From an optimization exercise on the open Yosys and OpenROAD flow, aimed at small area; shortcuts taken in it are not production practice.
The RTL was checked by simulation tests, not by an equivalence proof against the original design.
Power is estimated from default activity; no workload was simulated. The flow treats the clock pin as an ideal source, which a real chip does not have.

Design pio_regs_top, start of the top module:
module pio_regs_top (
  input  logic                               clk,
  input  logic                               reset,
  input  logic                               sel,
  input  logic                               rw,
  input  logic [12-1:0]             addr,
  input  logic [32-1:0]             wdata,
  input  logic                               irq_set,
  input  logic [2:0]                         irq_index,
  input  logic                               irq_value,
  output logic [32-1:0]             rdata,
  output logic [4-1:0]           sm_enable,
  output logic [$clog2(32)-1:0] instr_waddr,
  output logic [16-1:0]            instr_wdata,
  output logic                               instr_we
);
  localparam int NF = 5;
  localparam logic [NF*32-1:0] MASKS = {
    32'hFFFF_FFFF, 32'h0000_FFFF, 32'hFFFF_0000,
    32'h7FFF_FF9F, 32'hFFFF_FF00
  };
  localparam logic [NF*32-1:0] RSTS = {
  ...
Size: ~21,000 um^2 of cells after synthesis.
Settings: LEC_CHECK=0, CAP_MARGIN=0, CORE_MARGIN=2, CORE_UTILIZATION=60, CTS_BUF_LIST=sky130_fd_sc_hd__clkbuf_16, CTS_CLUSTER_DIAMETER=60, CTS_CLUSTER_SIZE=25, SLEW_MARGIN=0; clock period 5.0 ns.
run.sh (not shown) runs the stock make flow with config.mk's settings and CLKGATE_MAP_FILE= SYNTH_SCRIPT=/design/flow/synth_recipe.tcl, a recipe that flattens the netlist after the stock synthesis.
The first run went through all stages and came out clean.
==> next run, changes <==
==> flow/flow/run.sh (new file) <==
#!/bin/bash
# The standard layout (standard.sh, with its unchanged synthesis) with two changes:
# the port buffers use the smallest buffer cell, and CTS adds no dummy loads.
# The make output goes to make.log here; ORFS keeps each step's log under orfs/logs/.
set -euo pipefail
cd "$(dirname "$0")/.."
CTS="-sink_clustering_enable -repair_clock_nets -buf_list sky130_fd_sc_hd__clkbuf_16"
CTS="$CTS -sink_clustering_size 30 -sink_clustering_max_diameter 80 -dont_use_dummy_load"
bash standard.sh \
  "BUFFER_PORTS_ARGS=-buffer_cell sky130_fd_sc_hd__buf_1" \
  "CTS_ARGS=$CTS" \
  finish > make.log 2>&1
==> flow/standard.sh (new file) <==
#!/bin/bash
# synth_recipe.tcl (not shown) runs the flow's synth.tcl, then flattens the netlist and writes it again
# the make line also repeats each setting of config.mk as NAME=value (left out here)
make -C /OpenROAD-flow-scripts/flow DESIGN_CONFIG=/design/flow/config.mk WORK_HOME=/design/flow/orfs CLKGATE_MAP_FILE= SYNTH_SCRIPT=/design/flow/synth_recipe.tcl "${@:-finish}"
- CAP_MARGIN: 0 -> 20
- CTS_CLUSTER_DIAMETER: 60 -> 80
- CTS_CLUSTER_SIZE: 25 -> 30
- GPL_TIMING_DRIVEN: unset -> 0
- SLEW_MARGIN: 0 -> 20
removed: flow/run.sh
Non-clock buffer count goes up by 49. Synthesized area stays the same. Combinational power goes down by a few percent. Routed wire length goes up by roughly a tenth. Register-to-register slack gets better by 0.06 ns. Setup slack gets better by 0.060 ns. Total power goes down by roughly a tenth. Maximum frequency goes up slightly. Final cell count goes up slightly.

---

the previous run:
Another version of the RTL of pio_regs_top (not shown whole).
For scale: about 110 I/O pins, ~0.021 sq mm of cells after synthesis.
Design pio_regs_top, start of the top module:
module pio_regs_top (
  input  logic                               clk,
  input  logic                               reset,
  input  logic                               sel,
  input  logic                               rw,
  input  logic [12-1:0]             addr,
  input  logic [32-1:0]             wdata,
  input  logic                               irq_set,
  input  logic [2:0]                         irq_index,
  input  logic                               irq_value,
  output logic [32-1:0]             rdata,
  output logic [4-1:0]           sm_enable,
  output logic [$clog2(32)-1:0] instr_waddr,
  output logic [16-1:0]            instr_wdata,
  output logic                               instr_we
);
Settings: LEC_CHECK=0, CAP_MARGIN=20, CORE_MARGIN=2, CORE_UTILIZATION=60, SLEW_MARGIN=20, SYNTH_HIERARCHICAL=1, SYNTH_MINIMUM_KEEP_SIZE=0; clock period 5.0 ns.
standard.sh (not shown) runs the stock make flow with config.mk's settings and CLKGATE_MAP_FILE= SYNTH_SCRIPT=/design/flow/synth_recipe.tcl, a recipe that flattens the netlist after the stock synthesis.
==> flow/flow/run.sh <==
#!/bin/bash
# The standard layout (standard.sh, with its unchanged synthesis) with two changes:
# the port buffers use the smallest buffer cell, and CTS adds no dummy loads.
# The make output goes to make.log here; ORFS keeps each step's log under orfs/logs/.
set -euo pipefail
cd "$(dirname "$0")/.."
CTS="-sink_clustering_enable -repair_clock_nets -buf_list sky130_fd_sc_hd__clkbuf_16"
CTS="$CTS -sink_clustering_size 30 -sink_clustering_max_diameter 80 -dont_use_dummy_load"
bash standard.sh \
  "BUFFER_PORTS_ARGS=-buffer_cell sky130_fd_sc_hd__buf_1" \
  "CTS_ARGS=$CTS" \
  finish > make.log 2>&1
Inputs modified between the previous run and the current run:
Settings: CTS_BUF_LIST newly set to sky130_fd_sc_hd__clkbuf_16; CTS_CLUSTER_SIZE newly set to 30; CTS_CLUSTER_DIAMETER newly set to 80.
==> flow/run.sh (new file) <==
#!/bin/bash
# synth_recipe.tcl (not shown) runs the flow's synth.tcl, then flattens the netlist and writes it again
# the make line also repeats each setting of config.mk as NAME=value (left out here)
make -C /OpenROAD-flow-scripts/flow DESIGN_CONFIG=/design/flow/config.mk WORK_HOME=/design/flow/orfs CLKGATE_MAP_FILE= SYNTH_SCRIPT=/design/flow/synth_recipe.tcl finish
removed: flow/flow/run.sh
removed: flow/standard.sh
The current run finished end to end and its layout was clean on timing, DRC and antenna. [compare] base=the previous run new=the current run: met2 layer wire length in the routed design decreased about 5%; area of the multi-input gates decreased 0.39%; critical path data required time essentially unchanged; worst relative slew slack increased 1.2 points; worst hold slack decreased 0.0092 ns. Compare the current run and the previous run | first-pass GRT wire length lower: the current run.

---

pio_regs_top, a different RTL version from the one above (not shown whole).
Size: about 1000 cells after synthesis, about 580 flip-flops.
export LEC_CHECK = 0
export CAP_MARGIN = 20
export CORE_MARGIN = 2
export CORE_UTILIZATION = 75
export PLACE_DENSITY = 0.8
export SLEW_MARGIN = 20
export SYNTH_HIERARCHICAL = 1
export SYNTH_MINIMUM_KEEP_SIZE = 0
create_clock -name core_clock -period 5.0 [get_ports {clk}]
==> flow/flow/run.sh <==
#!/bin/bash
# The standard layout (standard.sh, with its unchanged synthesis) with two changes:
# the port buffers use the smallest buffer cell, and CTS builds the clock tree
# from clkbuf_8 cells with its own clustering and adds no dummy loads.
# The make output goes to make.log here; ORFS keeps each step's log under orfs/logs/.
set -euo pipefail
cd "$(dirname "$0")/.."
CTS="-sink_clustering_enable -repair_clock_nets -buf_list sky130_fd_sc_hd__clkbuf_8"
CTS="$CTS -sink_clustering_size 20 -sink_clustering_max_diameter 70 -dont_use_dummy_load"
bash standard.sh \
  "BUFFER_PORTS_ARGS=-buffer_cell sky130_fd_sc_hd__buf_1" \
  "CTS_ARGS=$CTS" \
  finish > make.log 2>&1
The first run completed with no timing, DRC or antenna violations.
Edit:
==> flow/flow/run.sh (replaced) <==
#!/bin/bash
# The standard layout (standard.sh, with its unchanged synthesis) with two changes:
# the port buffers use the smallest buffer cell, and CTS adds no dummy loads.
# The make output goes to make.log here; ORFS keeps each step's log under orfs/logs/.
set -euo pipefail
cd "$(dirname "$0")/.."
CTS="-sink_clustering_enable -repair_clock_nets -buf_list sky130_fd_sc_hd__clkbuf_16"
CTS="$CTS -sink_clustering_size 30 -sink_clustering_max_diameter 80 -dont_use_dummy_load"
bash standard.sh \
  "BUFFER_PORTS_ARGS=-buffer_cell sky130_fd_sc_hd__buf_1" \
  "CTS_ARGS=$CTS" \
  finish > make.log 2>&1
--- a/flow/config.mk
+++ b/flow/config.mk
@@ -10,2 +10,2 @@
-export CORE_UTILIZATION = 75
-export PLACE_DENSITY = 0.8
+export CORE_UTILIZATION = 80
+export PLACE_DENSITY = 0.85
The changed run produced a clean layout.
Area after synthesis stays the same.
Wire length rises by 13%.
Utilization rises by 6.2 points.
Power rises by 3.4%.
Cell area rises by 0.57%.
Worst setup slack loses 0.21 ns.
Global-route usage rises by 6.4 points.
Critical path depth does not change.
Via count rises by 6.9%.
Worst hold slack loses 0.0063 ns.
Edit:
--- a/flow/flow/run.sh
+++ b/flow/flow/run.sh
@@ -7 +7 @@
-CTS="-sink_clustering_enable -repair_clock_nets -buf_list sky130_fd_sc_hd__clkbuf_16"
+CTS="-sink_clustering_enable -repair_clock_nets -buf_list \"sky130_fd_sc_hd__clkbuf_8 sky130_fd_sc_hd__clkbuf_16\""
--- a/flow/config.mk
+++ b/flow/config.mk
@@ -10,2 +10,2 @@
-export CORE_UTILIZATION = 80
-export PLACE_DENSITY = 0.85
+export CORE_UTILIZATION = 75
+export PLACE_DENSITY = 0.8
=> This time the run ended with an error in clock tree synthesis (4_1_cts); area after synthesis is unchanged; synthesized cell count does not change.
Edit:
--- a/flow/flow/run.sh
+++ b/flow/flow/run.sh
@@ -7 +7 @@
-CTS="-sink_clustering_enable -repair_clock_nets -buf_list \"sky130_fd_sc_hd__clkbuf_8 sky130_fd_sc_hd__clkbuf_16\""
+CTS="-sink_clustering_enable -repair_clock_nets -buf_list sky130_fd_sc_hd__clkbuf_16"
--- a/flow/config.mk
+++ b/flow/config.mk
@@ -10,2 +10 @@
-export CORE_UTILIZATION = 75
-export PLACE_DENSITY = 0.8
+export CORE_UTILIZATION = 60
This time the run ran to the end with no violations.
Area after synthesis is unchanged.
Synthesized cell count is unchanged.

---

## cedar
RTL: one of the versions met above, not the one the previous note started from.
For scale: ~1200 cells after synthesis, roughly 110 I/O pins, ~21000 sq um of cells after synthesis.
clock: 5.0 ns
lec_check: 0
cap_margin: 20
core_margin: 2
core_utilization: 60
cts_buf_list: sky130_fd_sc_hd__clkbuf_8
cts_cluster_size: 30
slew_margin: 20
run.sh (not shown) runs the stock make flow with config.mk's settings and CLKGATE_MAP_FILE= SYNTH_SCRIPT=/design/flow/synth_recipe.tcl, a recipe that flattens the netlist after the stock synthesis.
Stock flow here: none of the scripts above is used.
The final layout from cedar, which completed every stage, passed the timing, DRC and antenna checks at the end of the flow.
Setup changes, cedar to quartz
# cedar
export LEC_CHECK = 0
export CAP_MARGIN = 20
export CORE_MARGIN = 2
export CORE_UTILIZATION = 60
export CTS_BUF_LIST = sky130_fd_sc_hd__clkbuf_8
export CTS_CLUSTER_SIZE = 30
export SLEW_MARGIN = 20
create_clock -name core_clock -period 5.0 [get_ports {clk}]
# quartz
export LEC_CHECK = 0
export CAP_MARGIN = 20
export CORE_MARGIN = 2
export CORE_UTILIZATION = 40
export SLEW_MARGIN = 20
create_clock -name core_clock -period 5.0 [get_ports {clk}]
### Flow results
cedar vs quartz, worst setup path endpoint: q[149]$_DFFE_PP_ vs q[609]$_DFFE_PP_
Via count shrinks slightly when moving from cedar to quartz.
quartz ends up with a maximum single-stage delay on the critical path that is 0.12 ns lower than in cedar.
Comparing part of the total power dissipated in combinational logic for cedar and quartz, the smaller number came from quartz.
[diff] area of all placed cells without fillers, quartz relative to cedar: regression
Compared to cedar, quartz has global router's overall resource usage 9.7 points lower.
Est. power | quartz vs cedar | quartz higher
Clock network power share in quartz vs cedar: up 5.5 points
Delta (quartz minus cedar): aggregate routed wire length higher, register-to-register slack picked up an extra 0.09 ns, power in combinational cells now sits higher.
Setup changes, quartz to ember
# quartz
export LEC_CHECK = 0
export CAP_MARGIN = 20
export CORE_MARGIN = 2
export CORE_UTILIZATION = 40
export SLEW_MARGIN = 20
create_clock -name core_clock -period 5.0 [get_ports {clk}]
# ember
export LEC_CHECK = 0
export CAP_MARGIN = 20
export CORE_MARGIN = 2
export CORE_UTILIZATION = 60
export CTS_BUF_LIST = sky130_fd_sc_hd__clkbuf_16
export CTS_CLUSTER_DIAMETER = 80
export CTS_CLUSTER_SIZE = 30
export GPL_TIMING_DRIVEN = 0
export SLEW_MARGIN = 20
create_clock -name core_clock -period 5.0 [get_ports {clk}]
Notes after the runs:
The cell count in ember sits about 12% below the value recorded for quartz.
Compare quartz and ember | clock power share higher: quartz
Going from quartz to ember, number of cells after detailed placement shrinks by 9.0%.
The final instance area reported for ember is smaller than that of quartz by 1100 sq um.
Diff quartz -> ember | post-layout total power | decrease of 2.1 mW
When ember is set beside quartz, its required time at the worst-slack endpoint turns out to be 0.09 ns smaller.
Against quartz, ember comes in 386 higher on number of vias after detailed routing.
Compared with quartz, in ember share of post-route cells with drive strength above 1 moved down; cell depth of the worst setup path moved up.
Input changes introduced in amber (baseline for comparison: ember):
# ember
export LEC_CHECK = 0
export CAP_MARGIN = 20
export CORE_MARGIN = 2
export CORE_UTILIZATION = 60
export CTS_BUF_LIST = sky130_fd_sc_hd__clkbuf_16
export CTS_CLUSTER_DIAMETER = 80
export CTS_CLUSTER_SIZE = 30
export GPL_TIMING_DRIVEN = 0
export SLEW_MARGIN = 20
create_clock -name core_clock -period 5.0 [get_ports {clk}]
# amber
export LEC_CHECK = 0
export CAP_MARGIN = 20
export CORE_MARGIN = 2
export CORE_UTILIZATION = 60
export CTS_BUF_LIST = sky130_fd_sc_hd__clkbuf_4
export SLEW_MARGIN = 20
create_clock -name core_clock -period 5.0 [get_ports {clk}]
## What came out
From ember to amber the numbers moved as follows: hold slack shows an increase of 0.14 ns, proportion of cell area occupied by registers now sits lower, data arrival at the endpoint of the critical path shows an increase of 0.40 ns. Routed wire length delta (amber − ember): favourable. ember → amber: stage delay of the slowest cell on the critical path +0.18 ns, number of global-route vias before repair now larger, met1 global-route usage -4.3 points, headroom to the max-slew limit has increased.
--- input diff amber..raven ---
# amber
export LEC_CHECK = 0
export CAP_MARGIN = 20
export CORE_MARGIN = 2
export CORE_UTILIZATION = 60
export CTS_BUF_LIST = sky130_fd_sc_hd__clkbuf_4
export SLEW_MARGIN = 20
create_clock -name core_clock -period 5.0 [get_ports {clk}]
# raven
export LEC_CHECK = 0
export CAP_MARGIN = 20
export CORE_MARGIN = 2
export CORE_UTILIZATION = 60
export CTS_BUF_LIST = sky130_fd_sc_hd__clkbuf_16
export CTS_CLUSTER_DIAMETER = 80
export CTS_CLUSTER_SIZE = 30
export SLEW_MARGIN = 20
create_clock -name core_clock -period 5.0 [get_ports {clk}]
[summary]
raven completed; timing, DRC and antenna clean. ~same count of sequential standard cells in raven and amber. amber → raven: total track usage fell 1.4 points; switching share of total power fell 0.21 points; core utilization fell 3.3 points; level count of the clock H-tree fell 3; cell area after layout fell 4.7%. Against amber, raven comes in about 90% lower on clock-buffer cell count.
Input changes introduced in lagoon (baseline for comparison: raven):
# raven
export LEC_CHECK = 0
export CAP_MARGIN = 20
export CORE_MARGIN = 2
export CORE_UTILIZATION = 60
export CTS_BUF_LIST = sky130_fd_sc_hd__clkbuf_16
export CTS_CLUSTER_DIAMETER = 80
export CTS_CLUSTER_SIZE = 30
export SLEW_MARGIN = 20
create_clock -name core_clock -period 5.0 [get_ports {clk}]
# lagoon
export LEC_CHECK = 0
export CAP_MARGIN = 20
export CORE_MARGIN = 2
export CORE_UTILIZATION = 60
export SLEW_MARGIN = 20
create_clock -name core_clock -period 5.0 [get_ports {clk}]
==> flow/flow/run.sh (new file) <==
#!/bin/bash
# The standard layout (standard.sh, with its unchanged synthesis) with two changes:
# the port buffers use the smallest buffer cell, and CTS adds no dummy loads.
# The make output goes to make.log here; ORFS keeps each step's log under orfs/logs/.
set -euo pipefail
cd "$(dirname "$0")/.."
CTS="-sink_clustering_enable -repair_clock_nets -buf_list sky130_fd_sc_hd__clkbuf_16"
CTS="$CTS -sink_clustering_size 30 -sink_clustering_max_diameter 80 -dont_use_dummy_load"
bash standard.sh \
  "BUFFER_PORTS_ARGS=-buffer_cell sky130_fd_sc_hd__buf_1" \
  "CTS_ARGS=$CTS" \
  finish > make.log 2>&1
==> flow/standard.sh (new file) <==
#!/bin/bash
# synth_recipe.tcl (not shown) runs the flow's synth.tcl, then flattens the netlist and writes it again
# the make line also repeats each setting of config.mk as NAME=value (left out here)
make -C /OpenROAD-flow-scripts/flow DESIGN_CONFIG=/design/flow/config.mk WORK_HOME=/design/flow/orfs CLKGATE_MAP_FILE= SYNTH_SCRIPT=/design/flow/synth_recipe.tcl "${@:-finish}"
removed: flow/run.sh
Results
- lagoon against raven; length of routed met3 wiring is up by a few percent.
- Flip-flop and latch share of the layout cell area: higher on lagoon
- Compared to raven, lagoon has number of cells on the critical path 1 higher.

## separate check: timing with driven ports
In the flow no input, the clock included, has a driving cell. The finished layouts below were timed again as built, in two steps. Step 1 assumes that a clkbuf_16 drives the clock port and a buf_2 every other input. Step 2 adds t to the input delays and takes it off the output delays; t is the mean of the earliest and latest rising clock arrival at the registers after step 1. Input paths then give back, and output paths get back, about the clock's delay inside the block. Slacks: ideal / step 1 / step 2; pairs: ideal / step 1.
run | shift t [ns] | slack for setup (ns) | worst slew at a driven data input, ns | pins driven straight from the clock port
the first run of note 1 | 0.583 | 1.202 / 1.202 / 1.202 | 0.04 | 1
the second run of note 1 | 0.613 | 1.262 / 1.262 / 1.262 | 0.03 | 1
the previous run | 0.603 | 1.869 / 1.869 / 1.869 | 0.04 | 1
the current run | 0.615 | 2.029 / 2.029 / 2.029 | 0.04 | 1
the first run of note 3 | 0.621 | 1.835 / 1.835 / 1.835 | 0.04 | 1
the second run of note 3 | 0.587 | 1.622 / 1.622 / 1.622 | 0.04 | 1
the fourth run of note 3 | 0.614 | 1.878 / 1.878 / 1.878 | 0.04 | 1
cedar | 0.685 | 1.253 / 1.253 / 1.253 | 0.05 | 1
quartz | 0.663 | 1.347 / 1.347 / 1.347 | 0.04 | 1
ember | 0.624 | 1.339 / 1.339 / 1.339 | 0.04 | 1
amber | 0.861 | 1.257 / 1.257 / 1.257 | 0.04 | 1
raven | 0.620 | 1.192 / 1.192 / 1.192 | 0.05 | 1
lagoon | 0.609 | 1.353 / 1.353 / 1.353 | 0.04 | 1
After both steps setup and hold are still met in every run listed.
